Source: an optimization exercise on an open RTL-to-GDS flow (aim: small area). Production flows keep margins and buffers that such runs may drop. Function was checked by simulation only, so behaviour that the tests miss may differ from the original. Power and IR drop assume default switching activity.

### flow/flow/run.sh
#!/bin/bash
# Own layout flow: the standard ORFS flow (standard synthesis unchanged),
# with the port buffers made from the smallest buffer cell and the clock
# tree built without dummy loads. Each tool's output goes to its own log
# here (make.log; ORFS's per-step logs stay under orfs/logs).
set -euo pipefail
export BUFFER_PORTS_ARGS="-buffer_cell sky130_fd_sc_hd__buf_1"
export CTS_ARGS="-sink_clustering_enable -repair_clock_nets -sink_clustering_size 30 -sink_clustering_max_diameter 100 -buf_list sky130_fd_sc_hd__clkbuf_16 -dont_use_dummy_load"
bash standard.sh finish > make.log 2>&1
### flow/standard.sh
#!/bin/bash
# synth_recipe.tcl (not shown) runs the flow's synth.tcl, then flattens the netlist and writes it again
# the make line also repeats each setting of config.mk as NAME=value (left out here)
make -C /OpenROAD-flow-scripts/flow DESIGN_CONFIG=/design/flow/config.mk WORK_HOME=/design/flow/orfs CLKGATE_MAP_FILE= SYNTH_SCRIPT=/design/flow/synth_recipe.tcl "${@:-finish}"
### flow/config.mk
export PLATFORM = sky130hd
export DESIGN_NAME = multicycle_datapath
export DESIGN_NICKNAME = multicycle_datapath
export VERILOG_FILES = /design/flow/design.v
export SDC_FILE = /design/flow/constraint.sdc
export NUM_CORES = 4
export LEC_CHECK = 0
export CAP_MARGIN = 20
export CORE_MARGIN = 2
export CORE_UTILIZATION = 40
export CTS_BUF_LIST = sky130_fd_sc_hd__clkbuf_16
export CTS_CLUSTER_DIAMETER = 100
export CTS_CLUSTER_SIZE = 30
export SLEW_MARGIN = 20
export SYNTH_HIERARCHICAL = 1
### flow/constraint.sdc
create_clock -name core_clock -period 10.0 [get_ports {clk}]
set_input_delay 2.0000 -clock core_clock [delete_from_list [all_inputs] [get_ports {clk}]]
set_output_delay 2.0000 -clock core_clock [all_outputs]
set_load 0.01 [all_outputs]
### flow/design.v
package multicycle_datapath_pkg;
  localparam logic [5:0] OP_RTYPE = 6'h00;
  localparam logic [5:0] OP_ADDI  = 6'h08;
  localparam logic [5:0] OP_LW    = 6'h23;
  localparam logic [5:0] OP_SW    = 6'h2B;
  localparam logic [5:0] OP_BEQ   = 6'h04;
  localparam logic [5:0] OP_BNE   = 6'h05;
  localparam logic [5:0] FN_ADD = 6'h20;
  localparam logic [5:0] FN_SUB = 6'h22;
  localparam logic [5:0] FN_AND = 6'h24;
  localparam logic [5:0] FN_OR  = 6'h25;
  localparam logic [5:0] FN_SLT = 6'h2A;
  localparam logic [3:0] K_ADD  = 4'b0000;
  localparam logic [3:0] K_ILL  = 4'b0001;
  localparam logic [3:0] K_AND  = 4'b0010;
  localparam logic [3:0] K_OR   = 4'b0011;
  localparam logic [3:0] K_SUB  = 4'b0100;
  localparam logic [3:0] K_SLT  = 4'b0101;
  localparam logic [3:0] K_BEQ  = 4'b0110;
  localparam logic [3:0] K_BNE  = 4'b0111;
  localparam logic [3:0] K_ADDI = 4'b1000;
  localparam logic [3:0] K_LW   = 4'b1001;
  localparam logic [3:0] K_SW   = 4'b1010;
  typedef enum logic [2:0] {
    S_FETCH  = 3'd0,
    S_DECODE = 3'd1,
    S_EXEC   = 3'd2,
    S_MEM    = 3'd3,
    S_WB     = 3'd4
  } state_e;
endpackage
module mc_add
#(
  parameter int N = 32
) (
  input  logic [N-1:0] a,
  input  logic [N-1:0] b,
  input  logic         ci,
  output logic [N-1:0] s,
  output logic         co
);
  localparam int L = (N > 32) ? 6 : (N > 16) ? 5 : (N > 8) ? 4 : (N > 4) ? 3 : (N > 2) ? 2 : 1;
  logic [N-1:0] p;
  logic [N-1:0] g;
  logic [N-1:0] gl [0:L];
  logic [N-1:0] pl [0:L];
  logic [N:0]   c;
  always_comb begin
    p = a ^ b;
    g = a & b;
    gl[0] = g;
    pl[0] = p;
    gl[0][0] = g[0] | (p[0] & ci);
    for (int l = 1; l <= L; l++) begin
      gl[l] = gl[l-1];
      pl[l] = pl[l-1];
      for (int i = 0; i < N; i++)
        if (((i + 1) % (1 << l)) == 0) begin
          gl[l][i] = gl[l-1][i] | (pl[l-1][i] & gl[l-1][i - (1 << (l-1))]);
          pl[l][i] = pl[l-1][i] & pl[l-1][i - (1 << (l-1))];
        end
    end
    c[0] = ci;
    for (int i = 0; i < N; i++) begin
      logic gg;
      int   k;
      gg = 1'b0;
      k  = 0;
      for (int l = L; l >= 0; l--) begin
        if ((((i + 1) >> l) & 1) == 1) begin
          gg = gl[l][k + (1 << l) - 1] | (pl[l][k + (1 << l) - 1] & gg);
          k  = k + (1 << l);
        end
      end
      c[i+1] = gg;
    end
    s  = p ^ c[N-1:0];
    co = c[N];
  end
endmodule
module mc_alu
#(
  parameter int DATA_W = 32
) (
  input  logic [DATA_W-1:0] a,
  input  logic [DATA_W-1:0] b,
  input  logic              sub,
  input  logic              logic_op,
  input  logic              lor,
  input  logic              slt,
  output logic [DATA_W-1:0] result,
  output logic [3:0]        flags
);
  logic [DATA_W-1:0] b_eff;
  logic [DATA_W-1:0] sum;
  logic              carry;
  logic              ovf;
  logic              arith;
  logic [DATA_W-1:0] lres;
  assign b_eff = b ^ {DATA_W{sub}};
  mc_add #(.N(DATA_W)) u_add (
    .a  (a),
    .b  (b_eff),
    .ci (sub),
    .s  (sum),
    .co (carry)
  );
  always_comb begin
    ovf   = (a[DATA_W-1] == b_eff[DATA_W-1]) && (sum[DATA_W-1] != a[DATA_W-1]);
    arith = !logic_op && !slt;
    lres  = (a & b) | (a & {DATA_W{lor}}) | (b & {DATA_W{lor}});
    if (logic_op)   result = lres;
    else if (slt)   result = {{(DATA_W-1){1'b0}}, sum[DATA_W-1] ^ ovf};
    else            result = sum;
    flags = {result[DATA_W-1], (result == '0), arith & carry, arith & ovf};
  end
endmodule
module mc_rf_read
#(
  parameter int DATA_W = 32
) (
  input  logic [31:1]          sel,
  input  logic [31*DATA_W-1:0] regs,
  output logic [DATA_W-1:0]    rdata
);
  always_comb begin
    rdata = '0;
    for (int i = 1; i < 32; i++) rdata = rdata | (regs[(i-1)*DATA_W +: DATA_W] & {DATA_W{sel[i]}});
  end
endmodule
module multicycle_datapath
#(
  parameter int                DATA_W   = 32,
  parameter int                ADDR_W   = 32,
  parameter logic [ADDR_W-1:0] RESET_PC = '0
) (
  input  logic              clk,
  input  logic              reset,
  output logic [ADDR_W-1:0] imem_addr,
  input  logic [31:0]       imem_rdata,
  output logic [ADDR_W-1:0] dmem_addr,
  output logic [DATA_W-1:0] dmem_wdata,
  output logic              dmem_rd,
  output logic              dmem_wr,
  input  logic [DATA_W-1:0] dmem_rdata,
  input  logic              dmem_ready,
  output logic [DATA_W-1:0] Dout,
  output logic [3:0]        flags,
  output logic              illegal
);
  multicycle_datapath_pkg::state_e state;
  logic [ADDR_W-1:2] pc;
  logic [3:0]        kls;        
  logic [4:0]        rs;
  logic [4:0]        rt;
  logic [15:0]       imm16;
  logic [DATA_W-1:0] regs [1:31];
  logic [DATA_W-1:0] a_q;
  logic [DATA_W-1:0] dout_q;
  logic [3:0]        flags_q;
  logic              illegal_q;
  logic st_fetch, st_decode, st_exec, st_mem, st_wb;
  assign st_fetch  = (state == multicycle_datapath_pkg::S_FETCH);
  assign st_decode = (state == multicycle_datapath_pkg::S_DECODE);
  assign st_exec   = (state == multicycle_datapath_pkg::S_EXEC);
  assign st_mem    = (state == multicycle_datapath_pkg::S_MEM);
  assign st_wb     = (state == multicycle_datapath_pkg::S_WB);
  logic [5:0] f_op;
  logic [5:0] f_fn;
  logic [3:0] f_kls;
  assign f_op = imem_rdata[31:26];
  assign f_fn = imem_rdata[5:0];
  always_comb begin
    f_kls = multicycle_datapath_pkg::K_ILL;
    case (f_op)
      multicycle_datapath_pkg::OP_RTYPE: begin
        case (f_fn)
          multicycle_datapath_pkg::FN_ADD: f_kls = multicycle_datapath_pkg::K_ADD;
          multicycle_datapath_pkg::FN_SUB: f_kls = multicycle_datapath_pkg::K_SUB;
          multicycle_datapath_pkg::FN_AND: f_kls = multicycle_datapath_pkg::K_AND;
          multicycle_datapath_pkg::FN_OR:  f_kls = multicycle_datapath_pkg::K_OR;
          multicycle_datapath_pkg::FN_SLT: f_kls = multicycle_datapath_pkg::K_SLT;
          default: ;
        endcase
      end
      multicycle_datapath_pkg::OP_ADDI: f_kls = multicycle_datapath_pkg::K_ADDI;
      multicycle_datapath_pkg::OP_LW:   f_kls = multicycle_datapath_pkg::K_LW;
      multicycle_datapath_pkg::OP_SW:   f_kls = multicycle_datapath_pkg::K_SW;
      multicycle_datapath_pkg::OP_BEQ:  f_kls = multicycle_datapath_pkg::K_BEQ;
      multicycle_datapath_pkg::OP_BNE:  f_kls = multicycle_datapath_pkg::K_BNE;
      default: ;
    endcase
  end
  logic k_imm, k_legal, k_sub, k_logic, k_slt, k_br, k_lw, k_ldst, k_wb;
  assign k_imm   = kls[3];
  assign k_legal = (kls != multicycle_datapath_pkg::K_ILL);
  assign k_sub   = !kls[3] &&  kls[2];
  assign k_logic = !kls[3] && !kls[2] && kls[1];
  assign k_slt   = !kls[3] &&  kls[2] && !kls[1] && kls[0];
  assign k_br    = !kls[3] &&  kls[2] && kls[1];
  assign k_ldst  =  kls[3] && (kls[1] || kls[0]);
  assign k_lw    = kls[0];
  assign k_wb    = (kls[3] && !kls[1] && !kls[0]) || (!kls[3] && k_legal && !k_br);
  logic [4:0]        ra;
  logic [31:0]       ra_dec;
  logic [DATA_W-1:0] rdata;
  logic [31*DATA_W-1:0] regs_flat;
  assign ra = st_decode ? rs : rt;
  always_comb begin
    ra_dec = '0;
    ra_dec[ra] = 1'b1;
  end
  always_comb begin
    for (int i = 1; i < 32; i++) regs_flat[(i-1)*DATA_W +: DATA_W] = regs[i];
  end
  mc_rf_read #(.DATA_W(DATA_W)) u_rf_read (
    .sel   (ra_dec[31:1]),
    .regs  (regs_flat),
    .rdata (rdata)
  );
  logic              wr_en;
  logic [4:0]        wa;
  logic [31:0]       wa_dec;
  logic [DATA_W-1:0] wdata;
  logic [DATA_W-1:0] wdata_r;
  logic [31:0]       reg_en;
  assign wr_en = (st_wb && !(kls[3] && kls[0])) || (st_mem && k_lw && dmem_ready);
  assign wa    = k_imm ? rt : imm16[15:11];
  always_comb begin
    wa_dec = '0;
    wa_dec[wa] = 1'b1;
  end
  assign wdata   = st_mem ? dmem_rdata : dout_q;
  assign wdata_r = wdata & {DATA_W{!reset}};
  assign reg_en  = {32{reset}} | (wa_dec & {32{wr_en}});
  always_ff @(posedge clk) begin
    for (int i = 1; i < 32; i++)
      if (reg_en[i]) regs[i] <= wdata_r;
  end
  logic [DATA_W-1:0] imm;
  logic [DATA_W-1:0] alu_b;
  logic [DATA_W-1:0] alu_res;
  logic [3:0]        alu_flags;
  assign imm   = DATA_W'($signed(imm16));
  assign alu_b = k_imm ? imm : rdata;
  mc_alu #(.DATA_W(DATA_W)) u_alu (
    .a        (a_q),
    .b        (alu_b),
    .sub      (k_sub),
    .logic_op (k_logic),
    .lor      (kls[0]),
    .slt      (k_slt),
    .result   (alu_res),
    .flags    (alu_flags)
  );
  logic [ADDR_W-1:2] pc_inc;
  logic [ADDR_W-1:2] pc_sum;
  logic              branch_taken;
  assign pc_inc = st_fetch ? (ADDR_W-2)'(1) : (ADDR_W-2)'($signed(imm16));
  assign pc_sum = pc + pc_inc;
  assign branch_taken = k_br && (alu_flags[2] != kls[0]);
  assign dmem_rd    = st_mem &&  k_lw;
  assign dmem_wr    = st_mem && !k_lw;
  assign imem_addr  = {pc, RESET_PC[1:0]};
  assign dmem_addr  = ADDR_W'(dout_q);
  assign dmem_wdata = rdata;
  assign Dout       = dout_q;
  assign flags      = flags_q;
  assign illegal    = illegal_q;
  multicycle_datapath_pkg::state_e state_nxt;
  always_comb begin
    state_nxt = multicycle_datapath_pkg::S_FETCH;
    case (state)
      multicycle_datapath_pkg::S_FETCH:  state_nxt = multicycle_datapath_pkg::S_DECODE;
      multicycle_datapath_pkg::S_DECODE: state_nxt = multicycle_datapath_pkg::S_EXEC;
      multicycle_datapath_pkg::S_EXEC: begin
        if (k_ldst)    state_nxt = multicycle_datapath_pkg::S_MEM;
        else if (k_wb) state_nxt = multicycle_datapath_pkg::S_WB;
      end
      multicycle_datapath_pkg::S_MEM: begin
        if (!dmem_ready) state_nxt = multicycle_datapath_pkg::S_MEM;
        else if (k_lw)   state_nxt = multicycle_datapath_pkg::S_WB;
      end
      default: ;
    endcase
  end
  always_ff @(posedge clk) begin
    if (reset) state <= multicycle_datapath_pkg::S_FETCH;
    else       state <= state_nxt;
  end
  always_ff @(posedge clk) begin
    if (st_fetch) begin
      kls   <= f_kls;
      rs    <= imem_rdata[25:21];
      rt    <= imem_rdata[20:16];
      imm16 <= imem_rdata[15:0];
    end
    if (st_decode) a_q <= rdata;
  end
  always_ff @(posedge clk) begin
    if (reset) begin
      pc        <= RESET_PC[ADDR_W-1:2];
      dout_q    <= '0;
      flags_q   <= '0;
      illegal_q <= 1'b0;
    end else begin
      if (st_fetch || (st_exec && branch_taken)) pc <= pc_sum;
      if (st_exec) begin
        if (k_legal) begin
          dout_q  <= alu_res;
          flags_q <= alu_flags;
        end else begin
          illegal_q <= 1'b1;
        end
      end
    end
  end
endmodule
==> out/qor.txt, run 1 <==
Status: complete, no violations
Dpl hpwl: 85.1 mm
Arr. time, crit path: 9.92 ns
Slowest stage cell, crit path: or4_1
Ports: 202
Worst slew pin tran: 1.16 ns
Clock sink total: 1124
Cell with the most instances after synthesis: edfxtp_1
Synth warnings: 13
CP Capture Type: flip-flop
Max Freq: 0.107 GHz
Yosys reg bits: 1124
Ranking of synthesized cells by area: edfxtp_1 (69%), a22oi_1 (6.3%), dfxtp_1 (3.1%)
Fillers: 10100
Initial Util: 0.402
Area leader, netlist: edfxtp_1
GR Layer Usage met3: 0.0307
Clock transition at the registers of the reported paths: 0.10 ns
DR iter-0 viols: 3332
GP Congestion: 0.915
Worst VDD drop: 132 uV
Initial antenna violation count: 3
Placed inst area: 48800 um^2
Final worst-path cycle share: 0.938
Vias in the first global route: 26900
Drt first pass iters: 8
Critical Path Fanout Max: 25
Slew Viols, Final: 0
Pleak: 0.0171 uW
First-pass GRT wire length: 190 mm
Syn avg cell area: 14.9 um^2
Vias: 28400
Fin nets: 3356
Final Critical Period: 9.38 ns
WL/cell: 28.1 um
# setup viols final: 0
Hold_ws: 0.462 ns
Chip Height: 343 um
EDFF count, synth: 1054
WP data required: 10.54 ns
Total die area: 117000 um^2
Worst slew margin: 0.227
Synth-to-layout area growth: 8.97%
HP Class: reg2reg
Post-synthesis cell count: 3078
Met2 Use GR: 0.364
CTS tree: built
Largest net degree at the start of global routing: 71
Setup TNS: 0 ns
WL final: 133 mm
RSZ-0062 raised after global routing: no
Worst-Skew Late Latency: 0.66 ns
H-tree depth: 2
Layout cell share with drive strength beyond 1: 0.101
Core area: 114000 um^2
Worst R2R Path Depth: 34
GRT Util Overall: 0.220
Die width: 343 um
Vias per cell: 6.00
Cell Area, Synth: 45900 um^2
Final WS setup: 0.618 ns
Max Cap Viol: 0
GRT busiest layer: met2
Setup Fix Bufs, Post-CTS: 0
Crit path from: state[2]
Skew final: 0.0679 ns
DRC viols: 0
TritonCTS Buffers: 45
Root Driver: clkbuf_16
Setup Crit Path Kind: reg2reg
Post-placement worst setup slack: 0.496 ns
Synth cell types: 78
Final std cell area, no fill: 50000 um^2
Most common library cells after synthesis: edfxtp_1 (1054), a22oi_1 (385), nand2_1 (213)
Ys flop type: edfxtp_1
PD cells: 238 nW/um^2
Hold Path Cell Cnt: 2
Hold Path Origin: flags_q[1]
Post-synth ARST share: 0
Met1 Resource Use GR: 0.305
CP max stage delay: 0.64 ns
Clk buf depth: 3
Worst Setup Start Kind: flip-flop
RR Startpoint: state[2]
# hold bufs at CTS: 0
Core Rows: 124
Sequential area share after synthesis: 0.720
Post-CTS Resized: 0
DRT antenna net count: 0
Congestion Overflow GR: 0
Post-synth top area share: 0.690
Hold Vio Cnt, Final: 0
I/O Buffers: 199
## flip-flops by register name (all words and copies together), names as in the netlist
name and cells:
imm16 16, kls 4, flags_q 4, rt 5, state 3, dout_q 32
regs 992, illegal_q 1, pc 30, a_q 32, rs 5
## cells by family after synthesis
| group | count (synthesis) | share of synthesized area |
|---|---|---|
| adder cells (fa/ha/maj) | 73 | 0.0227 |
| other | 1 | 0.0000817 |
| flip-flops | 1124 | 0.720 |
| buffers and inverters | 284 | 0.0287 |
| AND/OR/NAND/NOR | 620 | 0.0675 |
| multiplexers | 35 | 0.00812 |
| XOR/XNOR | 77 | 0.0147 |
| AO/OA/AOI/OAI | 864 | 0.138 |
## per-layer routing
layer  vias up  part of all wire
li1      12400                 -
met1     14600              0.41
met2      1288              0.48
met3       189             0.084
met4         0             0.030
met5         -                 0
## worst max-delay path, delay by kind of cell, from the launching register on
family                     cells  cell delay, ns
adders and majority gates      3            0.97
xor gates and xnor gates       4            0.76
DFF                            1            0.46
and+or+nand+nor               13            3.65
AOI/OAI and AO/OA              9            2.01
buffers and inverters          3            0.69
muxes                          2            0.73
## power breakdown
group	internal, uW	switching [uW]
Combinational	1210	2570
Clock	814	1360
Sequential	5720	239
Total	7740	4170
## layout make-up
| cell class | instances | area, um^2 | share of cell area |
|---|---|---|---|
| Clock buffer | 45 | 1130 | 0.0225 |
| Tap cell | 1512 | 1890 | 0.0378 |
| Antenna cell | 1 | 2.50 | 0.0000500 |
| Multi-Input combinational cell | 1671 | 12100 | 0.242 |
| Sequential cell | 1124 | 33100 | 0.661 |
| Inverter | 80 | 300 | 0.00600 |
| Timing Repair Buffer | 297 | 1520 | 0.0304 |
## cell usage in the layout, fill, tap and decap left out, types with 20 or more instances in the layout
cell type,Yosys,routed
dfxtp_1,70,70
nor2_4,0,30
nor2b_1,21,20
xnor2_1,24,24
buf_4,40,96
nor3_1,24,24
a21o_2,0,20
o21ai_0,73,73
a22o_1,32,32
nand2_1,213,213
a2bb2oi_1,30,29
a22oi_1,385,385
a222oi_1,32,32
or4_1,37,37
xor2_1,53,53
a21oi_2,1,27
ha_1,52,52
a21oi_1,163,131
clkbuf_16,0,45
buf_1,6,198
a221oi_2,31,31
nor2_1,88,57
nand4_1,80,80
edfxtp_1,1054,1054
nand3_1,84,84
inv_1,79,78
## worst paths after layout
check | slack (ns) | end
setup / recovery | 0.62 | pc[31]
hold / removal | 0.46 | flags_q[1]
setup reg to reg | 0.62 | pc[31]
hold reg to reg | 0.46 | flags_q[1]
## through the flow
stage | utilization | total power [uW] | std cells
floorplan | - | 8300 | 3079
global placement | 0.428 | 9760 | 4682
detailed placement | 0.428 | 9800 | 4684
CTS | 0.438 | 11900 | 4729
global route | 0.439 | 12400 | 4729
finish | 0.439 | 11900 | 4730
==> run 2: changes to the inputs <==
==> flow/flow/run.sh (replaced) <==
#!/bin/bash
# Own layout flow: the standard ORFS flow (standard synthesis unchanged),
# with the port buffers made from the smallest buffer cell and the clock
# tree built without dummy loads. Each tool's output goes to its own log
# here (make.log; ORFS's per-step logs stay under orfs/logs).
set -euo pipefail
export BUFFER_PORTS_ARGS="-buffer_cell sky130_fd_sc_hd__buf_1"
export CTS_ARGS="-sink_clustering_enable -repair_clock_nets -sink_clustering_size 30 -sink_clustering_max_diameter 60 -buf_list sky130_fd_sc_hd__clkbuf_16 -dont_use_dummy_load"
bash standard.sh finish > make.log 2>&1
==> run 2 against run 1 <==
Synthesized area unchanged. First-iteration DRC count shrank 0.81%. Combinational power about the same. Die area stayed put. Via count grew 0.20%. Count of clock-buffer cells in the layout rose by 23. Register-to-register slack about the same. Largest power group unchanged. Critical path depth increased by 2. Design area rose by 1.2%.
==> out/qor.txt, run 2 <==
Congestion Overflow GR: 0 (unchanged)
Largest register by flop count: regs
Setup Crit Path Kind: reg2reg
CP max stage delay: 0.61 ns (-0.03 ns)
Worst R2R Path Depth: 36 (+5.9%)
Most common library cells after synthesis: edfxtp_1 (1054), a22oi_1 (385), nand2_1 (213)
Worst-Skew Late Latency: 0.66 ns (about the same)
Largest registers: regs (992), a_q (32), dout_q (32)
Core area: 114000 um^2 (unchanged)
Worst slew margin: 0.214 (-0.0134)
Clock sink total: 1124 (unchanged)
Multi-input gate area: 12100 um^2 (unchanged)
Max reg flops: 992 (unchanged)
Area leader, netlist: edfxtp_1
Clock transition at the registers of the reported paths: 0.07 ns (-0.03 ns)
Worst Setup Start Kind: flip-flop
TritonCTS Buffers: 68 (+51%)
CP Capture Type: flip-flop
Max Cap Viol: 0 (unchanged)
H-tree depth: 3 (+1)
Initial Util: 0.402 (unchanged)
Total die area: 117000 um^2 (unchanged)
Die width: 343 um (unchanged)
M1 wire length: 54.6 mm (about the same)
CTS tree: built
Skew final: 0.0700 ns (+0.00202 ns)
Fin nets: 3379 (+0.69%)
DRT antenna net count: 0 (unchanged)
Status: complete, no violations
Reg2reg setup slack: 0.61 ns (about the same)
EDFF count, synth: 1054 (unchanged)
Worst path bufs/invs: 4 (+1)
Total power draw: 12400 uW (+3.9%)
Delay-heaviest family, CP: simple AND/OR/NAND/NOR gates
GRT Util Overall: 0.222 (+0.00144)
Initial antenna violation count: 4 (+1)
Dpl hpwl: 85.1 mm (unchanged)
Met2 Wirelength: 62.9 mm (-0.55%)
Final Critical Period: 9.39 ns (+0.00949 ns)
# setup viols final: 0 (unchanged)
Cell Area, Synth: 45900 um^2 (unchanged)
Fillers: 10100 (-0.68%)
Most frequent CP cell: xor2_1
Hold Path Cell Cnt: 2 (unchanged)
Commonest non-fill, non-tap cell in the layout: edfxtp_1
Root Driver: clkbuf_16
Post-synth top area share: 0.690 (unchanged)
Vias per cell: 5.99 (-0.29%)
# hold bufs at CTS: 0 (unchanged)
Synth cell types: 78 (unchanged)
Terminus of the critical flop-to-flop path: pc[31]
Pleak: 0.0174 uW (+1.7%)
Critical Path Fanout Max: 14 (-44%)
GP Congestion: 0.915 (unchanged)
Hold Path Origin: flags_q[1]
Vias in the first global route: 27100 (+0.75%)
WP data required: 10.54 ns (about the same)
Ranking of synthesized cells by area: edfxtp_1 (69%), a22oi_1 (6.3%), dfxtp_1 (3.1%)
Hold Vio Cnt, Final: 0 (unchanged)
Layout cell share with drive strength beyond 1: 0.108 (+0.00638)
First-pass GRT wire length: 190 mm (+0.27%)
HP Class: reg2reg
PD cells: 245 nW/um^2 (+2.7%)
Worst VDD drop: 136 uV (+3.0%)
Vias: 28500 (+0.20%)
Setup TNS: 0 ns (unchanged)
Syn avg cell area: 14.9 um^2 (unchanged)
Worst slew pin tran: 1.18 ns (+0.0201 ns)
Slew Viols, Final: 0 (unchanged)
RSZ-0062 raised after global routing: no
Post-synthesis cell count: 3078 (unchanged)
I/O Buffers: 199 (unchanged)
Chip Height: 343 um (unchanged)
Slowest stage cell, crit path: or4_1
Clk buf depth: 3 (unchanged)
Hold EP: flags_q[1]
Ys flop type: edfxtp_1
Max Freq: 0.106 GHz (-0.10%)
FF/Latch Area: 33100 um^2 (unchanged)
Largest net degree at the start of global routing: 71 (unchanged)
Ports: 202 (unchanged)
WL/cell: 28.0 um (-0.27%)
Final worst-path cycle share: 0.939 (+0.000949)
DRC viols: 0 (unchanged)
DR iter-0 viols: 3305 (-0.81%)
RR Startpoint: state[2]
Yosys reg bits: 1124 (unchanged)
WL final: 133 mm (+0.22%)
Drt first pass iters: 7 (-1)
Sequential area share after synthesis: 0.720 (unchanged)
Commonest non-fill, non-tap cells in the layout: edfxtp_1 (1054), a22oi_1 (385), nand2_1 (213)
Arr. time, crit path: 9.93 ns (about the same)
Synth-to-layout area growth: 10.2%
Synth warnings: 13 (unchanged)
Post-synth ARST share: 0 (unchanged)
Core Rows: 124 (unchanged)
Cell with the most instances after synthesis: edfxtp_1
Uppermost routed layer: met4
Routed met3 length: 11.4 mm (+2.8%)
run 2: area by class of cell:
class	count	share of cell area
Sequential cell	1124	0.653
Tap cell	1512	0.0374
Timing Repair Buffer	297	0.0300
Inverter	80	0.00594
Antenna cell	1	0.0000495
Clock buffer	68	0.0336
Multi-Input combinational cell	1671	0.240
run 2: per-stage QoR:
stage / hold WS [ns] / utilization / cell area (um^2) / worst slack [ns] / std cells
4_1_cts: 0.458 / 0.443 / 50500 / 0.443 / 4752
5_1_grt: 0.478 / 0.444 / 50600 / 0.0200 / 4752
3_5_place_dp: 0.453 / 0.428 / 48800 / 0.496 / 4684
2_1_floorplan: 0.481 / - / 45900 / 1.21 / 3079
6_report: 0.454 / 0.444 / 50600 / 0.608 / 4753
3_3_place_gp: 0.447 / 0.428 / 48800 / 0.600 / 4682
run 2: worst max-delay path by stage:
stage	start	end	depth (start not counted)
finish	state[2]	pc[31]	36
CTS	state[2]	pc[28]	35
global route	state[2]	pc[28]	36
global placement	state[2]	pc[28]	35
floorplan	state[0]	pc[31]	40
detailed placement	state[2]	pc[28]	35
run 2: cells by family after synthesis:
group                    Yosys count  synth area share
AO/OA/AOI/OAI                    864             0.138
AND/OR/NAND/NOR                  620            0.0675
flip-flops                      1124             0.720
adder cells (fa/ha/maj)           73            0.0227
buffers and inverters            284            0.0287
other                              1         0.0000817
multiplexers                      35           0.00812
XOR/XNOR                          77            0.0147
run 2: per-layer routing:
layer / vias up / GRT usage
li1: 12400 / -
met1: 14500 / 0.304
met2: 1334 / 0.363
met3: 206 / 0.0324
met4: 0 / 0.0746
met5: - / 0
run 2: worst min-delay path, stage by stage (launching register included):
cell,delay [ns]
dfxtp_1,0.30
nand2_1,0.05
a21oi_1,0.05
run 2: what timing repair did:
| action | in CTS | in global routing |
|---|---|---|
| resized for setup | 0 | 4 |
| buffers inserted | 0 | 0 |
| hold endpoints to repair | 0 | 0 |
| setup endpoints to repair | 0 | 4 |
run 2: where the power goes:
group	internal [uW]	switching [uW]	leakage, uW	total (uW)
Clock	1210	1430	0.000838	2640
Sequential	5720	240	0.0114	5960
Combinational	1210	2560	0.00514	3770
Total	8140	4230	0.0174	12400
==> run 3: changes to the inputs <==
--- a/flow/config.mk
+++ b/flow/config.mk
@@ -5,11 +5,11 @@
 export SDC_FILE = /design/flow/constraint.sdc
 export NUM_CORES = 4
 export LEC_CHECK = 0
-export CAP_MARGIN = 20
+export CAP_MARGIN = 0
 export CORE_MARGIN = 2
 export CORE_UTILIZATION = 40
 export CTS_BUF_LIST = sky130_fd_sc_hd__clkbuf_16
-export CTS_CLUSTER_DIAMETER = 100
+export CTS_CLUSTER_DIAMETER = 60
 export CTS_CLUSTER_SIZE = 30
-export SLEW_MARGIN = 20
+export SLEW_MARGIN = 0
 export SYNTH_HIERARCHICAL = 1
==> run 3 against run 2 <==
Synthesized cell count unchanged. Critical path depth decreased by 2. Largest power group unchanged. Register-to-register slack improved by 0.02 ns. Clock power about the same. Design area decreased by 0.12%. Maximum frequency increased by 0.19%. Still clean. Die area unchanged. Flip-flop and latch count unchanged. Synthesized area unchanged. Power increased by 0.16%.
==> out/qor.txt, run 3 <==
Hold Path Origin: flags_q[1]
TritonCTS Buffers: 69 (+1.5%)
Max Cap Viol: 0 (unchanged)
Fin nets: 3378 (-0.030%)
Hold Vio Cnt, Final: 0 (unchanged)
I/O Buffers: 199 (unchanged)
WL final: 134 mm (+0.39%)
Fillers: 10000 (-0.43%)
Commonest non-fill, non-tap cells in the layout: edfxtp_1 (1054), a22oi_1 (385), nand2_1 (213)
Synth-to-layout area growth: 10.1%
Vias in the first global route: 27300 (+0.66%)
Initial Util: 0.402 (unchanged)
Largest net degree at the start of global routing: 71 (unchanged)
Largest registers: regs (992), a_q (32), dout_q (32)
Dpl hpwl: 84.8 mm (-0.30%)
WP data required: 10.53 ns (about the same)
Ports: 202 (unchanged)
Hold EP: flags_q[1]
Final worst-path cycle share: 0.937 (-0.00180)
Setup Crit Path Kind: reg2reg
Core area: 114000 um^2 (unchanged)
Mux share of post-synthesis cell area: 0.00812 (unchanged)
Cell with the most instances after synthesis: edfxtp_1
Clock transition at the registers of the reported paths: 0.06 ns (about the same)
Skew final: 0.0826 ns (+0.0126 ns)
Synth Area in Adders: 0.0227 (unchanged)
Vias: 28500 (+0.13%)
Initial antenna violation count: 7 (+3)
Worst slew pin tran: 1.35 ns (+0.179 ns)
Slew Viols, Final: 0 (unchanged)
HP Class: reg2reg
CTS tree: built
Ys flop type: edfxtp_1
Commonest non-fill, non-tap cell in the layout: edfxtp_1
Terminus of the critical flop-to-flop path: pc[31]
Most frequent CP cell: xor2_1
Synth warnings: 13 (unchanged)
Arr. time, crit path: 9.91 ns (-0.02 ns)
RSZ-0062 raised after global routing: no
Cell Area, Synth: 45900 um^2 (unchanged)
Setup Fix Bufs, Post-CTS: 0 (unchanged)
First-pass GRT wire length: 191 mm (+0.34%)
CP max stage delay: 1.02 ns (+0.41 ns)
Slowest stage cell, crit path: nor2_4
WL/cell: 28.1 um (+0.42%)
Compound-Gate Fraction of Synth Area: 0.138 (unchanged)
Congestion Overflow GR: 0 (unchanged)
Layout cell share with drive strength beyond 1: 0.108 (about the same)
Largest family of logic cells by synthesized area: compound AO/OA/AOI/OAI gates
Pleak: 0.0174 uW (about the same)
Setup TNS: 0 ns (unchanged)
DR iter-0 viols: 3412 (+3.2%)
GRT Util Overall: 0.223 (+0.00133)
Chip Height: 343 um (unchanged)
Ranking of synthesized cells by area: edfxtp_1 (69%), a22oi_1 (6.3%), dfxtp_1 (3.1%)
Max Freq: 0.107 GHz (+0.19%)
Drt first pass iters: 7 (unchanged)
Area share of and/or/nand/nor cells after synthesis: 0.0675 (unchanged)
Status: complete, no violations
Area leader, netlist: edfxtp_1
Reg2reg setup slack: 0.63 ns (+0.02 ns)
Post-synthesis cell count: 3078 (unchanged)
CP Capture Type: flip-flop
Die width: 343 um (unchanged)
Worst Setup Start Kind: flip-flop
Core Rows: 124 (unchanged)
Post-synth ARST share: 0 (unchanged)
Syn avg cell area: 14.9 um^2 (unchanged)
Clk buf depth: 3 (unchanged)
Most common library cells after synthesis: edfxtp_1 (1054), a22oi_1 (385), nand2_1 (213)
Root Driver: clkbuf_16
PD cells: 245 nW/um^2 (+0.27%)
H-tree depth: 3 (unchanged)
Yosys reg bits: 1124 (unchanged)
GP Congestion: 0.915 (unchanged)
Total die area: 117000 um^2 (unchanged)
Clock sink total: 1124 (unchanged)
Finished Core Util: 0.443 (-0.000515)
Synth cell types: 78 (unchanged)
Critical Path Fanout Max: 32 (+18)
Synth Area in XOR/XNOR: 0.0147 (unchanged)
EDFF count, synth: 1054 (unchanged)
Hold Path Cell Cnt: 2 (unchanged)
RR Startpoint: state[2]
# setup viols final: 0 (unchanged)
Max reg flops: 992 (unchanged)
Worst slew margin: 0.0968 (-0.117)
Worst VDD drop: 129 uV (-4.7%)
Final Critical Period: 9.37 ns (-0.0180 ns)
DRT antenna net count: 0 (unchanged)
Vias per cell: 6.00 (+0.15%)
Sequential area share after synthesis: 0.720 (unchanged)
Worst-Skew Late Latency: 0.67 ns (about the same)
Post-synth top area share: 0.690 (unchanged)
Worst R2R Path Depth: 34 (-5.6%)
DRC viols: 0 (unchanged)
Largest register by flop count: regs
## run 3: final cells by class
class,count,area [um^2],area share
inverters,80,300,0.00594
well taps,1512,1890,0.0374
diodes,1,2.50,0.0000495
clock buffers,69,1730,0.0342
repair buffers,295,1470,0.0291
flip-flops and latches,1124,33100,0.654
multi-input cells,1671,12100,0.239
## run 3: how the worst max path moves through the flow
stage / from / end / slack [ns] / depth (start not counted)
finish: state[2] / pc[31] / 0.63 / 34
global route: state[2] / pc[28] / 0.04 / 36
CTS: state[2] / pc[31] / 0.41 / 33
detailed placement: state[2] / pc[31] / 0.46 / 33
global placement: state[2] / pc[28] / 0.60 / 35
floorplan: state[0] / pc[31] / 1.21 / 40
## run 3: kinds of logic (layout without fill, tap and decap cells)
logic type	after synthesis	count (layout)
other	1	3
AO/OA/AOI/OAI	864	864
multiplexers	35	35
adder cells (fa/ha/maj)	73	73
flip-flops	1124	1124
AND/OR/NAND/NOR	620	620
buffers and inverters	284	444
XOR/XNOR	77	77
## run 3: what timing repair did
action,in CTS,in global routing
hold buffers,0,0
resized for setup,0,5
endpoints found under the setup margin,0,7
## run 3: report_power, final
group	switching, uW	internal (uW)
logic	2570	1200
registers	240	5720
clock network	1430	1230
total	4240	8150
## run 3: stage by stage
step | instance area (um^2) | hold WS (ns) | instances | worst slack [ns] | total power, uW
4_1_cts | 50500 | 0.459 | 4751 | 0.409 | 12400
2_1_floorplan | 45900 | 0.481 | 3079 | 1.21 | 8300
6_report | 50500 | 0.454 | 4752 | 0.626 | 12400
3_5_place_dp | 48800 | 0.454 | 4682 | 0.463 | 9800
3_3_place_gp | 48800 | 0.447 | 4682 | 0.600 | 9760
5_1_grt | 50500 | 0.480 | 4751 | 0.0423 | 13000
## run 3: worst max-delay path, delay by kind of cell, from the launching register on
| kind | cells | cell delay (ns) |
|---|---|---|
| simple gates | 14 | 4.39 |
| compound gates | 9 | 1.73 |
| xor+xnor | 4 | 0.94 |
| fa+ha+maj | 3 | 0.92 |
| flops | 1 | 0.46 |
| mux | 1 | 0.41 |
| buf+inv | 3 | 0.38 |
## run 3: metal layers
metal | routed length (um) | GRT usage | part of all wire
met1 | 54100 | 0.302 | 0.40
met3 | 11800 | 0.0366 | 0.088
met5 | 45 | 0 | 0.00034
met2 | 63400 | 0.366 | 0.47
met4 | 4310 | 0.0768 | 0.032
==> run 4: changes to the inputs <==
==> flow/flow/run.sh (replaced) <==
#!/bin/bash
# Own layout flow: the standard ORFS flow (standard synthesis unchanged),
# with the port buffers made from the smallest buffer cell and the clock
# tree built without dummy loads. Each tool's output goes to its own log
# here (make.log; ORFS's per-step logs stay under orfs/logs).
set -euo pipefail
export BUFFER_PORTS_ARGS="-buffer_cell sky130_fd_sc_hd__buf_1"
export CTS_ARGS="-sink_clustering_enable -repair_clock_nets -sink_clustering_size 26 -sink_clustering_max_diameter 100 -buf_list sky130_fd_sc_hd__clkbuf_16 -dont_use_dummy_load"
bash standard.sh finish > make.log 2>&1
--- a/flow/config.mk
+++ b/flow/config.mk
@@ -5,11 +5,11 @@
 export SDC_FILE = /design/flow/constraint.sdc
 export NUM_CORES = 4
 export LEC_CHECK = 0
-export CAP_MARGIN = 0
+export CAP_MARGIN = 20
 export CORE_MARGIN = 2
 export CORE_UTILIZATION = 40
 export CTS_BUF_LIST = sky130_fd_sc_hd__clkbuf_16
-export CTS_CLUSTER_DIAMETER = 60
+export CTS_CLUSTER_DIAMETER = 100
 export CTS_CLUSTER_SIZE = 30
-export SLEW_MARGIN = 0
+export SLEW_MARGIN = 20
 export SYNTH_HIERARCHICAL = 1
==> run 4 against run 3 <==
Flip-flop and latch count did not move. Largest power group unchanged. Critical path type unchanged. Final cell count fell by 0.36%. Power fell by 3.2%. Die area did not move. Highest routed layer is now met4. Still clean on timing, DRC and antenna.
==> out/qor.txt, run 4 <==
Core Rows: 124 (unchanged)
Final Critical Period: 9.42 ns (+0.0471 ns)
Post-synth top area share: 0.690 (unchanged)
Worst VDD drop: 137 uV (+6.1%)
Largest registers: regs (992), a_q (32), dout_q (32)
Worst slew pin tran: 1.16 ns (-0.200 ns)
Terminus of the critical flop-to-flop path: pc[27]
Vias in the first global route: 27000 (-1.2%)
Initial Util: 0.402 (unchanged)
Area leader, netlist: edfxtp_1
Synth cell types: 78 (unchanged)
EDFF count, synth: 1054 (unchanged)
DR iter-0 viols: 3345 (-2.0%)
Arr. time, crit path: 9.94 ns (+0.03 ns)
Vias: 28500 (-0.11%)
Setup Fix Bufs, Post-CTS: 0 (unchanged)
Cell with the most instances after synthesis: edfxtp_1
Setup TNS: 0 ns (unchanged)
Clock sink total: 1124 (unchanged)
Root Driver: clkbuf_16
Synth-to-layout area growth: 9.28%
Final worst-path cycle share: 0.942 (+0.00471)
Core area: 114000 um^2 (unchanged)
Layout cell share with drive strength beyond 1: 0.103 (-0.00474)
DRT antenna net count: 0 (unchanged)
Clock transition at the registers of the reported paths: 0.10 ns (+0.04 ns)
Placed inst area: 48800 um^2 (+0.15%)
Post-CTS Resized: 0 (unchanged)
WL final: 133 mm (-0.57%)
Post-synthesis cell count: 3078 (unchanged)
WL/cell: 28.1 um (-0.21%)
Slew Viols, Final: 0 (unchanged)
Synth warnings: 13 (unchanged)
CTS tree: built
CP Capture Type: flip-flop
Congestion Overflow GR: 0 (unchanged)
Ys flop type: edfxtp_1
Critical Path Sink: pc[27]
Commonest non-fill, non-tap cell in the layout: edfxtp_1
Yosys reg bits: 1124 (unchanged)
Largest net degree at the start of global routing: 71 (unchanged)
Hold Vio Cnt, Final: 0 (unchanged)
DRC viols: 0 (unchanged)
Initial antenna violation count: 4 (-3)
Delay-heaviest family, CP: simple AND/OR/NAND/NOR gates
Status: complete, no violations
Ant. Diodes: 0 (-1)
Reg2reg setup slack: 0.58 ns (-0.05 ns)
Worst R2R Path Depth: 36 (+5.9%)
Critical Path Fanout Max: 17 (-47%)
PD cells: 239 nW/um^2 (-2.5%)
Worst slew margin: 0.228 (+0.131)
RSZ-0062 raised after global routing: no
Chip Height: 343 um (unchanged)
Post-synth ARST share: 0 (unchanged)
Ranking of synthesized cells by area: edfxtp_1 (69%), a22oi_1 (6.3%), dfxtp_1 (3.1%)
Fin nets: 3362 (-0.47%)
Worst-Skew Late Latency: 0.65 ns (-0.02 ns)
Pleak: 0.0172 uW (-1.2%)
Dpl hpwl: 85.1 mm (+0.30%)
CP max stage delay: 0.62 ns (-0.40 ns)
RR Startpoint: state[2]
Crit path from: state[2]
Largest register by flop count: regs
Worst Setup Start Kind: flip-flop
Max Freq: 0.106 GHz (-0.50%)
Skew final: 0.0373 ns (-0.0453 ns)
Clk buf depth: 3 (unchanged)
Worst path depth: 36 (+5.9%)
TritonCTS Buffers: 50 (-28%)
Final std cell area, no fill: 50100 um^2 (-0.74%)
Commonest non-fill, non-tap cells in the layout: edfxtp_1 (1054), a22oi_1 (385), nand2_1 (213)
# hold bufs at CTS: 0 (unchanged)
Setup Crit Path Kind: reg2reg
Max Cap Viol: 0 (unchanged)
# setup viols final: 0 (unchanged)
Total die area: 117000 um^2 (unchanged)
Die width: 343 um (unchanged)
Slowest stage cell, crit path: or4_1
H-tree depth: 2 (-1)
Syn avg cell area: 14.9 um^2 (unchanged)
Cell Area, Synth: 45900 um^2 (unchanged)
I/O Buffers: 199 (unchanged)
Drt first pass iters: 6 (-1)
Sequential area share after synthesis: 0.720 (unchanged)
Max reg flops: 992 (unchanged)
Most frequent CP cell: xor2_1
GRT Util Overall: 0.221 (-0.00242)
Most common library cells after synthesis: edfxtp_1 (1054), a22oi_1 (385), nand2_1 (213)
HP Class: reg2reg
First-pass GRT wire length: 190 mm (-0.52%)
Ports: 202 (unchanged)
Vias per cell: 6.01 (+0.25%)
WP data required: 10.51 ns (-0.02 ns)
Worst path bufs/invs: 5 (+2)
GP Congestion: 0.915 (unchanged)
run 4: cell counts after synthesis:
No cell type changed its count.
run 4: where the power goes:
part / internal (uW) / switching [uW]
logic: 1210 / 2570
clock network: 896 / 1370
registers: 5720 / 239
total: 7820 / 4170
run 4: worst min path at each step:
stage                       endpoint  cells after the start  startpoint  slack (ns)
final                     flags_q[1]                      2  flags_q[1]        0.46
after global routing      flags_q[1]                      2  flags_q[1]        0.48
after CTS                 flags_q[1]                      2  flags_q[1]        0.46
after detailed placement  flags_q[1]                      2  flags_q[1]        0.45
after global placement    flags_q[3]                      2  flags_q[3]        0.45
after floorplan           flags_q[0]                      2  flags_q[0]        0.48
run 4: layer usage:
layer | wire length (um) | share of wire | vias up | global-route usage
met5 | 0 | 0 | - | 0
met4 | 4060 | 0.031 | 0 | 0.0645
met3 | 10900 | 0.082 | 192 | 0.0315
met2 | 63300 | 0.48 | 1349 | 0.363
met1 | 54600 | 0.41 | 14600 | 0.305
li1 | - | - | 12400 | -
run 4: through the flow:
stage / power (uW) / hold WS [ns] / setup slack [ns] / std cells / util
after detailed placement: 9800 / 0.453 / 0.496 / 4684 / 0.428
after global placement: 9760 / 0.447 / 0.600 / 4682 / 0.428
final: 12000 / 0.457 / 0.579 / 4735 / 0.440
after CTS: 12000 / 0.461 / 0.442 / 4734 / 0.439
after floorplan: 8300 / 0.481 / 1.21 / 3079 / -
after global routing: 12600 / 0.481 / 0.0380 / 4735 / 0.440
run 4: cells by family (layout without fill, tap and decap cells):
kind of cell	count (synthesis)	in the layout	synth area share
DFF	1124	1124	0.720
AOI/OAI and AO/OA	864	864	0.138
and+or+nand+nor	620	620	0.0675
buffers and inverters	284	428	0.0287
xor gates and xnor gates	77	77	0.0147
adders and majority gates	73	73	0.0227
muxes	35	35	0.00812
other	1	2	0.0000817
run 4: worst reg2reg max path, delay by kind of cell, from the launching register on:
family / cells / cell delay (ns)
compound gates: 10 / 2.22
xor+xnor: 4 / 0.79
fa+ha+maj: 4 / 1.20
buf+inv: 5 / 0.77
flops: 1 / 0.48
mux: 2 / 0.73
simple gates: 11 / 3.13
run 4: area by class of cell:
class,instances,area [um^2]
multi-input cells,1671,12100
fillers,10100,63900
flip-flops and latches,1124,33100
inverters,80,300
repair buffers,298,1540
well taps,1512,1890
clock buffers,50,1250
==> run 5: changes to the inputs <==
==> flow/flow/run.sh (replaced) <==
#!/bin/bash
# Own layout flow. It is the standard ORFS flow with three changes:
#  * the register-file read multiplexer (module mc_rf_read, which holds no
#    registers) is taken from flow/rf_read_gl.v, a hand-mapped gate-level
#    version of the same logic; the rest of the design goes through the
#    standard synthesis unchanged (synth_recipe.tcl);
#  * the port buffers use the smallest buffer cell;
#  * the clock tree is built without dummy loads.
# The standard synthesis of the unmodified design is also run (in std/) and
# its registers (names and cell types) are compared with ours.
# Each tool's output goes to a log of its own in this folder (std_synth.log,
# make.log, def.log); ORFS's per-step logs stay under orfs/logs and std/logs.
set -euo pipefail
W=$(pwd)

# design with the gate-level read multiplexer
python3 - "$W" <<'PY'
import re, sys
w = sys.argv[1]
src = open(f"{w}/design.v").read()
gl = open(f"{w}/flow/rf_read_gl.v").read()
new, n = re.subn(r"^module mc_rf_read\b.*?^endmodule\b", lambda m: gl.strip(), src, flags=re.S | re.M)
assert n == 1, "mc_rf_read not found exactly once"
open(f"{w}/design_gl.v", "w").write(new)
cfg = open(f"{w}/config.mk").read()
cfg2 = re.sub(r"^export VERILOG_FILES = .*$", f"export VERILOG_FILES = {w}/design_gl.v", cfg, flags=re.M)
assert cfg2 != cfg
open(f"{w}/config_gl.mk", "w").write(cfg2)
PY

# reference: the standard synthesis
sed -e "s#WORK_HOME=[^ ]*#WORK_HOME=$W/std#" standard.sh > std.sh
bash std.sh synth > std_synth.log 2>&1

# the layout
sed -e "s#DESIGN_CONFIG=[^ ]*#DESIGN_CONFIG=$W/config_gl.mk#" standard.sh > own.sh
export BUFFER_PORTS_ARGS="-buffer_cell sky130_fd_sc_hd__buf_1"
export CTS_ARGS="-sink_clustering_enable -repair_clock_nets -sink_clustering_size 30 -sink_clustering_max_diameter 60 -buf_list sky130_fd_sc_hd__clkbuf_16 -dont_use_dummy_load"
bash own.sh synth > make.log 2>&1

# same registers as the standard synthesis?
python3 - "$W" <<'PY'
import re, sys
w = sys.argv[1]
def flops(p):
    v = open(p).read()
    return sorted((n, c) for c, n in re.findall(r"^\s*(sky130_fd_sc_hd__\w*df\w*)\s+(\S+)\s*\(", v, re.M))
a = flops(f"{w}/std/results/sky130hd/multicycle_datapath/base/1_2_yosys.v")
b = flops(f"{w}/orfs/results/sky130hd/multicycle_datapath/base/1_2_yosys.v")
print("registers:", len(a), len(b), "same" if a == b else "DIFFERENT")
assert a and a == b
PY

bash own.sh finish >> make.log 2>&1
==> flow/flow/rf_read_gl.v (new file) <==
// Gate-level mc_rf_read for the layout: the same AND-OR read multiplexer
// as the RTL, mapped by hand onto three-way AND-OR-invert cells.
//   t[g]  = ~(sel[3g+1]&r[3g+1] | sel[3g+2]&r[3g+2] | sel[3g+3]&r[3g+3]), g = 0..9
//   t[10] = ~(sel[31]&r[31])
//   rdata = ~(t0&t1&t2&t3) | ~(t4&t5&t6&t7) | ~(t8&t9&t10)
module mc_rf_read
#(
  parameter int DATA_W = 32
) (
  input  logic [31:1]          sel,
  input  logic [31*DATA_W-1:0] regs,
  output logic [DATA_W-1:0]    rdata
);

  for (genvar b = 0; b < DATA_W; b++) begin : g_bit
    wire [10:0] t;
    wire [2:0]  u;
    for (genvar g = 0; g < 10; g++) begin : g_grp
      sky130_fd_sc_hd__a222oi_1 u_aoi (
        .A1 (sel[3*g+1]), .A2 (regs[(3*g+0)*DATA_W + b]),
        .B1 (sel[3*g+2]), .B2 (regs[(3*g+1)*DATA_W + b]),
        .C1 (sel[3*g+3]), .C2 (regs[(3*g+2)*DATA_W + b]),
        .Y  (t[g])
      );
    end
    sky130_fd_sc_hd__nand2_1 u_n31 (.A (sel[31]), .B (regs[30*DATA_W + b]), .Y (t[10]));
    sky130_fd_sc_hd__nand4_1 u_u0 (.A (t[0]), .B (t[1]), .C (t[2]), .D (t[3]), .Y (u[0]));
    sky130_fd_sc_hd__nand4_1 u_u1 (.A (t[4]), .B (t[5]), .C (t[6]), .D (t[7]), .Y (u[1]));
    sky130_fd_sc_hd__nand3_1 u_u2 (.A (t[8]), .B (t[9]), .C (t[10]), .Y (u[2]));
    sky130_fd_sc_hd__or3_1   u_or (.A (u[0]), .B (u[1]), .C (u[2]), .X (rdata[b]));
  end

endmodule
==> run 5 against run 4 <==
Sequential power barely moved. Sequential share of layout area rose by 0.22 points. Core utilization is 1.2 points higher. Routed wire length decreased by 0.91%. Clock power grew 28%. Power up 6.3%. Global-route usage increased by 0.33 points. Critical path depth stayed put. Count of clock-buffer cells in the layout rose by 30.
==> out/qor.txt, run 5 <==
Ports: 202 (unchanged)
Commonest non-fill, non-tap cell in the layout: edfxtp_1
GR Layer Usage met3: 0.0454 (+0.0138)
Congestion Overflow GR: 0 (unchanged)
Post-synthesis cell count: 2808 (-8.8%)
Status: complete, no violations
Worst Setup Start Kind: flip-flop
GRT Util Overall: 0.224 (+0.00327)
Hold Vio Cnt, Final: 0 (unchanged)
Reg2reg setup slack: 0.41 ns (-0.17 ns)
Most common library cells after synthesis: edfxtp_1 (1054), a222oi_1 (320), nand2_1 (240)
Met1 Resource Use GR: 0.321 (+0.0167)
P_int: 8360 uW (+6.9%)
Yosys reg bits: 1124 (unchanged)
Drt first pass iters: 13 (+7)
Vias: 28200 (-0.88%)
Slowest stage cell, crit path: or4_1
H-tree depth: 3 (+1)
Setup Crit Path Kind: reg2reg
Max reg flops: 992 (unchanged)
Core Rows: 122 (-1.6%)
Clock share of power: 0.226 (+0.037)
Final worst-path cycle share: 0.959 (+0.0173)
Max Freq: 0.104 GHz (-1.8%)
CP max stage delay: 0.69 ns (+0.07 ns)
Vias per cell: 6.18 (+2.7%)
CTS tree: built
Largest net degree at the start of global routing: 76 (+7.0%)
Synth warnings: 12 (-1)
Synth-to-layout area growth: 12.2%
Vias in the first global route: 26100 (-3.1%)
Root Driver: clkbuf_16
Clock sink total: 1124 (unchanged)
Worst-Skew Late Latency: 0.69 ns (+0.04 ns)
# setup viols final: 0 (unchanged)
Layout cell share with drive strength beyond 1: 0.107 (+0.00381)
GP Congestion: 0.919 (+0.48%)
Syn avg cell area: 15.9 um^2 (+6.4%)
Cell with the most instances after synthesis: edfxtp_1
Post-synth top area share: 0.710 (+0.0206)
NetSw: 4390 uW (+5.2%)
Finished Core Util: 0.452 (+0.0125)
Worst slew margin: 0.222 (-0.00567)
DRC viols: 0 (unchanged)
Final Critical Period: 9.59 ns (+0.173 ns)
Skew final: 0.117 ns (+0.0798 ns)
Met2 Use GR: 0.345 (-0.0186)
Dpl hpwl: 81.2 mm (-4.5%)
Total power draw: 12800 uW (+6.3%)
GRT busiest layer: met2
Most frequent CP cell: xor2_1
Combinational share of power: 0.306 (-0.009)
Initial antenna violation count: 4 (unchanged)
CP Capture Type: flip-flop
WL final: 132 mm (-0.91%)
Synth cell types: 76 (-2.6%)
PD cells: 255 nW/um^2 (+6.7%)
Sequential share of power: 0.468 (-0.029)
Switching Share: 0.344 (-0.00346)
Initial Util: 0.403 (+0.000743)
Post-synth ARST share: 0 (unchanged)
Commonest non-fill, non-tap cells in the layout: edfxtp_1 (1054), a222oi_1 (320), nand2_1 (240)
Setup TNS: 0 ns (unchanged)
Ranking of synthesized cells by area: edfxtp_1 (71%), a222oi_1 (7.2%), dfxtp_1 (3.1%)
HP Class: reg2reg
First-pass GRT wire length: 186 mm (-1.9%)
Ys flop type: edfxtp_1
Pleak: 0.0173 uW (+0.58%)
Fin nets: 3219 (-4.3%)
Clk buf depth: 3 (unchanged)
Clock transition at the registers of the reported paths: 0.06 ns (-0.04 ns)
Worst slew pin tran: 1.17 ns (+0.00999 ns)
Largest register by flop count: regs
Total die area: 114000 um^2 (-2.9%)
RSZ-0062 raised after global routing: no
Core area: 111000 um^2 (-3.1%)
Critical Path Fanout Max: 19 (+2)
Arr. time, crit path: 10.13 ns (+0.19 ns)
EDFF count, synth: 1054 (unchanged)
# hold bufs at CTS: 0 (unchanged)
Cell Area, Synth: 44600 um^2 (-2.9%)
WP data required: 10.54 ns (+0.03 ns)
Chip Height: 338 um (-1.4%)
I/O Buffers: 199 (unchanged)
DR iter-0 viols: 4449 (+33%)
Area leader, netlist: edfxtp_1
Largest registers: regs (992), a_q (32), dout_q (32)
Die width: 338 um (-1.4%)
Worst VDD drop: 146 uV (+6.5%)
Max Cap Viol: 0 (unchanged)
Sequential area share after synthesis: 0.742 (+0.0216)
TritonCTS Buffers: 80 (+60%)
DRT antenna net count: 0 (unchanged)
Slew Viols, Final: 0 (unchanged)
WL/cell: 28.8 um (+2.7%)
==> run 5: kinds of logic after synthesis <==
group           after synthesis  share of synthesized area
buf+inv                     195                     0.0207
flops                      1124                      0.742
other cells                   1                  0.0000842
compound gates              701                      0.125
xor+xnor                     77                     0.0151
fa+ha+maj                    73                     0.0234
mux                          35                    0.00837
simple gates                602                     0.0655
==> run 5: layout make-up <==
class / count / area [um^2]
repair buffers: 299 / 1530
diodes: 1 / 2.50
well taps: 1488 / 1860
flip-flops and latches: 1124 / 33100
fillers: 9687 / 60500
clock buffers: 80 / 2000
inverters: 84 / 315
multi-input cells: 1493 / 11200
==> run 5: per-layer routing <==
metal | wire length, um | vias up
met5 | 10 | -
met4 | 4340 | 2
met3 | 13100 | 218
met2 | 59100 | 1578
met1 | 55100 | 14400
li1 | - | 12100
==> run 5: path summary, 6_finish.rpt <==
check | startpoint | end | cells after the start
setup / recovery | state[0] | pc[31] | 36
hold reg to reg | flags_q[0] | flags_q[0] | 2
hold / removal | flags_q[0] | flags_q[0] | 2
setup reg to reg | state[0] | pc[31] | 36
==> run 5: through the flow <==
step,worst slack [ns],hold slack (ns),cell area (um^2),instances
6_report,0.406,0.456,50000,4569
5_1_grt,0.00136,0.479,50000,4568
4_1_cts,0.0157,0.458,49900,4563
3_5_place_dp,0.0689,0.451,47900,4483
3_3_place_gp,0.200,0.447,47800,4483
2_1_floorplan,0.965,0.481,44600,2809
==> run 5: repair_timing <==
action | CTS | global route
setup buffers | 0 | 0
gates resized for setup | 0 | 12
setup endpoints to repair | 0 | 16
==> run 5: critical path, delay by kind of cell, from the launching register on <==
family / cells / cell delay [ns]
adders and majority gates: 3 / 0.96
AOI/OAI and AO/OA: 9 / 2.08
and+or+nand+nor: 14 / 3.74
xor gates and xnor gates: 4 / 0.83
muxes: 2 / 0.65
buffers and inverters: 4 / 0.93
DFF: 1 / 0.33
==> run 5: power by group through the flow <==
stage                     Sequential (uW)  Clock [uW]  Combinational (uW)
after floorplan                      5990           0                2220
after global placement               6050           0                3800
after detailed placement             6060           0                3790
after CTS                            5960        2930                3820
after global routing                 6010        3080                4200
final                                5960        2890                3900
==> run 6: changes to the inputs <==
--- a/flow/flow/run.sh
+++ b/flow/flow/run.sh
@@ -35,7 +35,7 @@
 # the layout
 sed -e "s#DESIGN_CONFIG=[^ ]*#DESIGN_CONFIG=$W/config_gl.mk#" standard.sh > own.sh
 export BUFFER_PORTS_ARGS="-buffer_cell sky130_fd_sc_hd__buf_1"
-export CTS_ARGS="-sink_clustering_enable -repair_clock_nets -sink_clustering_size 30 -sink_clustering_max_diameter 60 -buf_list sky130_fd_sc_hd__clkbuf_16 -dont_use_dummy_load"
+export CTS_ARGS="-sink_clustering_enable -repair_clock_nets -sink_clustering_size 30 -sink_clustering_max_diameter 80 -buf_list sky130_fd_sc_hd__clkbuf_16 -dont_use_dummy_load"
 bash own.sh synth > make.log 2>&1
 
 # same registers as the standard synthesis?
==> run 6 against run 5 <==
Via count shrank 0.30%. Non-clock buffer count rose by 2. First-iteration DRC count grew 3.2%. Maximum frequency about the same. Routed wire length down 0.48%. Largest cell class unchanged. Flip-flop and latch count did not move.
==> out/qor.txt, run 6 <==
Worst-Skew Late Latency: 0.67 ns (-0.02 ns)
Reg2reg setup slack: 0.40 ns (about the same)
Syn avg cell area: 15.9 um^2 (unchanged)
Max Freq: 0.104 GHz (about the same)
First-pass GRT wire length: 185 mm (-0.62%)
CTS tree: built
Status: complete, no violations
Hold Vio Cnt, Final: 0 (unchanged)
DRT antenna net count: 0 (unchanged)
Core area: 111000 um^2 (unchanged)
GP Congestion: 0.919 (unchanged)
Slew Viols, Final: 0 (unchanged)
Ranking of synthesized cells by area: edfxtp_1 (71%), a222oi_1 (7.2%), dfxtp_1 (3.1%)
Clock transition at the registers of the reported paths: 0.10 ns (+0.04 ns)
Vias per cell: 6.19 (+0.29%)
Total die area: 114000 um^2 (unchanged)
Layout cell share with drive strength beyond 1: 0.0993 (-0.00754)
GRT Util Overall: 0.222 (-0.00199)
Area leader, netlist: edfxtp_1
Sequential area share after synthesis: 0.742 (unchanged)
Post-synth top area share: 0.710 (unchanged)
Final Critical Period: 9.60 ns (+0.00930 ns)
Initial antenna violation count: 3 (-1)
Critical Path Fanout Max: 19 (unchanged)
Commonest non-fill, non-tap cells in the layout: edfxtp_1 (1054), a222oi_1 (320), nand2_1 (239)
Dpl hpwl: 81.2 mm (unchanged)
CP Capture Type: flip-flop
Commonest non-fill, non-tap cell in the layout: edfxtp_1
Cell Area, Synth: 44600 um^2 (unchanged)
Hold EP: flags_q[2]
Largest register by flop count: regs
Final worst-path cycle share: 0.960 (about the same)
Post-placement worst setup slack: 0.0689 ns (unchanged)
I/O Buffers: 199 (unchanged)
Largest registers: regs (992), a_q (32), dout_q (32)
Vias: 28100 (-0.30%)
Yosys reg bits: 1124 (unchanged)
Clock sink total: 1124 (unchanged)
Worst VDD drop: 168 uV (+15%)
DRC viols: 0 (unchanged)
Congestion Overflow GR: 0 (unchanged)
Chip Height: 338 um (unchanged)
WP data required: 10.52 ns (-0.02 ns)
Max Cap Viol: 0 (unchanged)
# setup viols final: 0 (unchanged)
DR iter-0 viols: 4590 (+3.2%)
Synth warnings: 12 (unchanged)
H-tree depth: 2 (-1)
Vias in the first global route: 25900 (-0.98%)
Final std cell area, no fill: 49300 um^2 (-1.4%)
Fin nets: 3191 (-0.87%)
Hold Path Cell Cnt: 2 (unchanged)
Root Driver: clkbuf_16
Clk buf depth: 3 (unchanged)
Max reg flops: 992 (unchanged)
Worst slew pin tran: 1.21 ns (+0.0424 ns)
HP Class: reg2reg
Initial Util: 0.403 (unchanged)
Ys flop type: edfxtp_1
Synth cell types: 76 (unchanged)
Arr. time, crit path: 10.12 ns (about the same)
Cell with the most instances after synthesis: edfxtp_1
Terminus of the critical flop-to-flop path: pc[31]
Core Rows: 122 (unchanged)
Worst Setup Start Kind: flip-flop
Largest net degree at the start of global routing: 76 (unchanged)
WL final: 131 mm (-0.48%)
Synth-to-layout area growth: 10.6%
EDFF count, synth: 1054 (unchanged)
Post-synthesis cell count: 2808 (unchanged)
Die width: 338 um (unchanged)
Most common library cells after synthesis: edfxtp_1 (1054), a222oi_1 (320), nand2_1 (240)
Ports: 202 (unchanged)
Post-synth ARST share: 0 (unchanged)
Pleak: 0.0169 uW (-2.0%)
Drt first pass iters: 10 (-3)
Final WS setup: 0.397 ns (-0.00930 ns)
RR Startpoint: state[2]
TritonCTS Buffers: 50 (-38%)
Setup Crit Path Kind: reg2reg
WL/cell: 28.9 um (+0.11%)
Skew final: 0.0787 ns (-0.0384 ns)
Slowest stage cell, crit path: or4_1
Hold Path Origin: flags_q[2]
Placed inst area: 47900 um^2 (unchanged)
Fillers: 9755 (+0.70%)
CP max stage delay: 0.57 ns (-0.12 ns)
Worst R2R Path Depth: 37 (+2.8%)
Worst slew margin: 0.194 (-0.0283)
PD cells: 246 nW/um^2 (-3.5%)
## run 6: cell type report
type / instances / area (um^2) / share of cell area
flip-flops and latches: 1124 / 33100 / 0.671
multi-input cells: 1493 / 11200 / 0.228
well taps: 1488 / 1860 / 0.0378
diodes: 2 / 5.00 / 0.000102
repair buffers: 301 / 1560 / 0.0317
inverters: 84 / 315 / 0.00640
clock buffers: 50 / 1250 / 0.0254
## run 6: cells by family (layout without fill, tap and decap cells)
family,count (synthesis),after routing,share of synthesized area
compound gates,701,701,0.125
other cells,1,4,0.0000842
mux,35,35,0.00837
flops,1124,1124,0.742
xor+xnor,77,77,0.0151
fa+ha+maj,73,73,0.0234
buf+inv,195,435,0.0207
simple gates,602,605,0.0655
## run 6: critical path: cells and delay by family (launching register included)
family,cells,cell delay [ns]
buffers and inverters,5,1.10
DFF,1,0.32
xor gates and xnor gates,4,0.86
and+or+nand+nor,13,3.29
adders and majority gates,3,0.98
AOI/OAI and AO/OA,10,2.30
muxes,2,0.65
## run 6: through the flow
| stage | TNS, ns | hold slack [ns] | instances | power (uW) | utilization |
|---|---|---|---|---|---|
| 2_1_floorplan | 0 | 0.481 | 2809 | 8220 | - |
| 3_3_place_gp | 0 | 0.447 | 4483 | 9850 | 0.433 |
| 3_5_place_dp | 0 | 0.451 | 4483 | 9850 | 0.433 |
| 4_1_cts | 0 | 0.465 | 4533 | 12100 | 0.444 |
| 5_1_grt | -0.0193 | 0.482 | 4540 | 12600 | 0.446 |
| 6_report | 0 | 0.464 | 4542 | 12100 | 0.446 |
## run 6: how the worst max path moves through the flow
stage	start	endpoint	slack [ns]	depth (start not counted)
2_1_floorplan	state[0]	pc[31]	0.97	38
3_3_place_gp	state[2]	pc[31]	0.20	34
3_5_place_dp	state[2]	pc[31]	0.07	34
4_1_cts	state[2]	pc[31]	0.05	35
5_1_grt	state[0]	pc[31]	-0.02	37
6_report	state[2]	pc[31]	0.40	37
## run 6: what timing repair did
item / CTS / global route
hold buffers: 0 / 0
setup endpoints to repair: 1 / 14
gates cloned: 0 / 3
resized for setup: 1 / 14
pin swaps: 0 / 4
setup buffers: 0 / 2
## run 6: metal layers
metal	vias up	track usage	wire length, um
met5	-	0	15
met4	2	0.0548	3700
met3	181	0.0400	12800
met2	1533	0.349	59600
met1	14400	0.320	54900
li1	12000	-	-
## run 6: power by group
| group | switching (uW) | internal (uW) | total [uW] |
|---|---|---|---|
| Combinational | 2680 | 1230 | 3910 |
| Sequential | 238 | 5720 | 5960 |
| Clock | 1360 | 896 | 2260 |

-- port drivers added, routing unchanged --
No port has a modelled driver above. Below, the same layouts with a new extraction and two added sets of constraints.
Step 1: set_driving_cell puts a clkbuf_16 on clk and a buf_2 on each other input, an assumption about the parent block.
Step 2 moves the port delays by t, midway between the first and last clock arrival at a register: inputs arrive t later, outputs are due t later. That takes back most of the time a late clock gives input paths.
Slacks: ideal ports / drivers / drivers and shift; pairs: ideal ports / drivers.
run | t (ns) | setup slack, ns | worst hold slack (ns) | slew at the worst register clock pin (ns)
run 1 | 0.696 | 0.618 / 0.618 / 0.618 | 0.462 / 0.462 / 0.462 | 0.13 / 0.13
run 2 | 0.694 | 0.608 / 0.608 / 0.608 | 0.454 / 0.454 / 0.454 | 0.11 / 0.11
run 3 | 0.704 | 0.626 / 0.626 / 0.626 | 0.454 / 0.454 / 0.454 | 0.11 / 0.11
run 4 | 0.708 | 0.579 / 0.579 / 0.579 | 0.457 / 0.457 / 0.457 | 0.11 / 0.11
run 5 | 0.694 | 0.406 / 0.406 / 0.406 | 0.456 / 0.456 / 0.456 | 0.11 / 0.11
run 6 | 0.699 | 0.397 / 0.397 / 0.397 | 0.464 / 0.464 / 0.464 | 0.11 / 0.11
After both steps setup and hold are still met in every run listed.
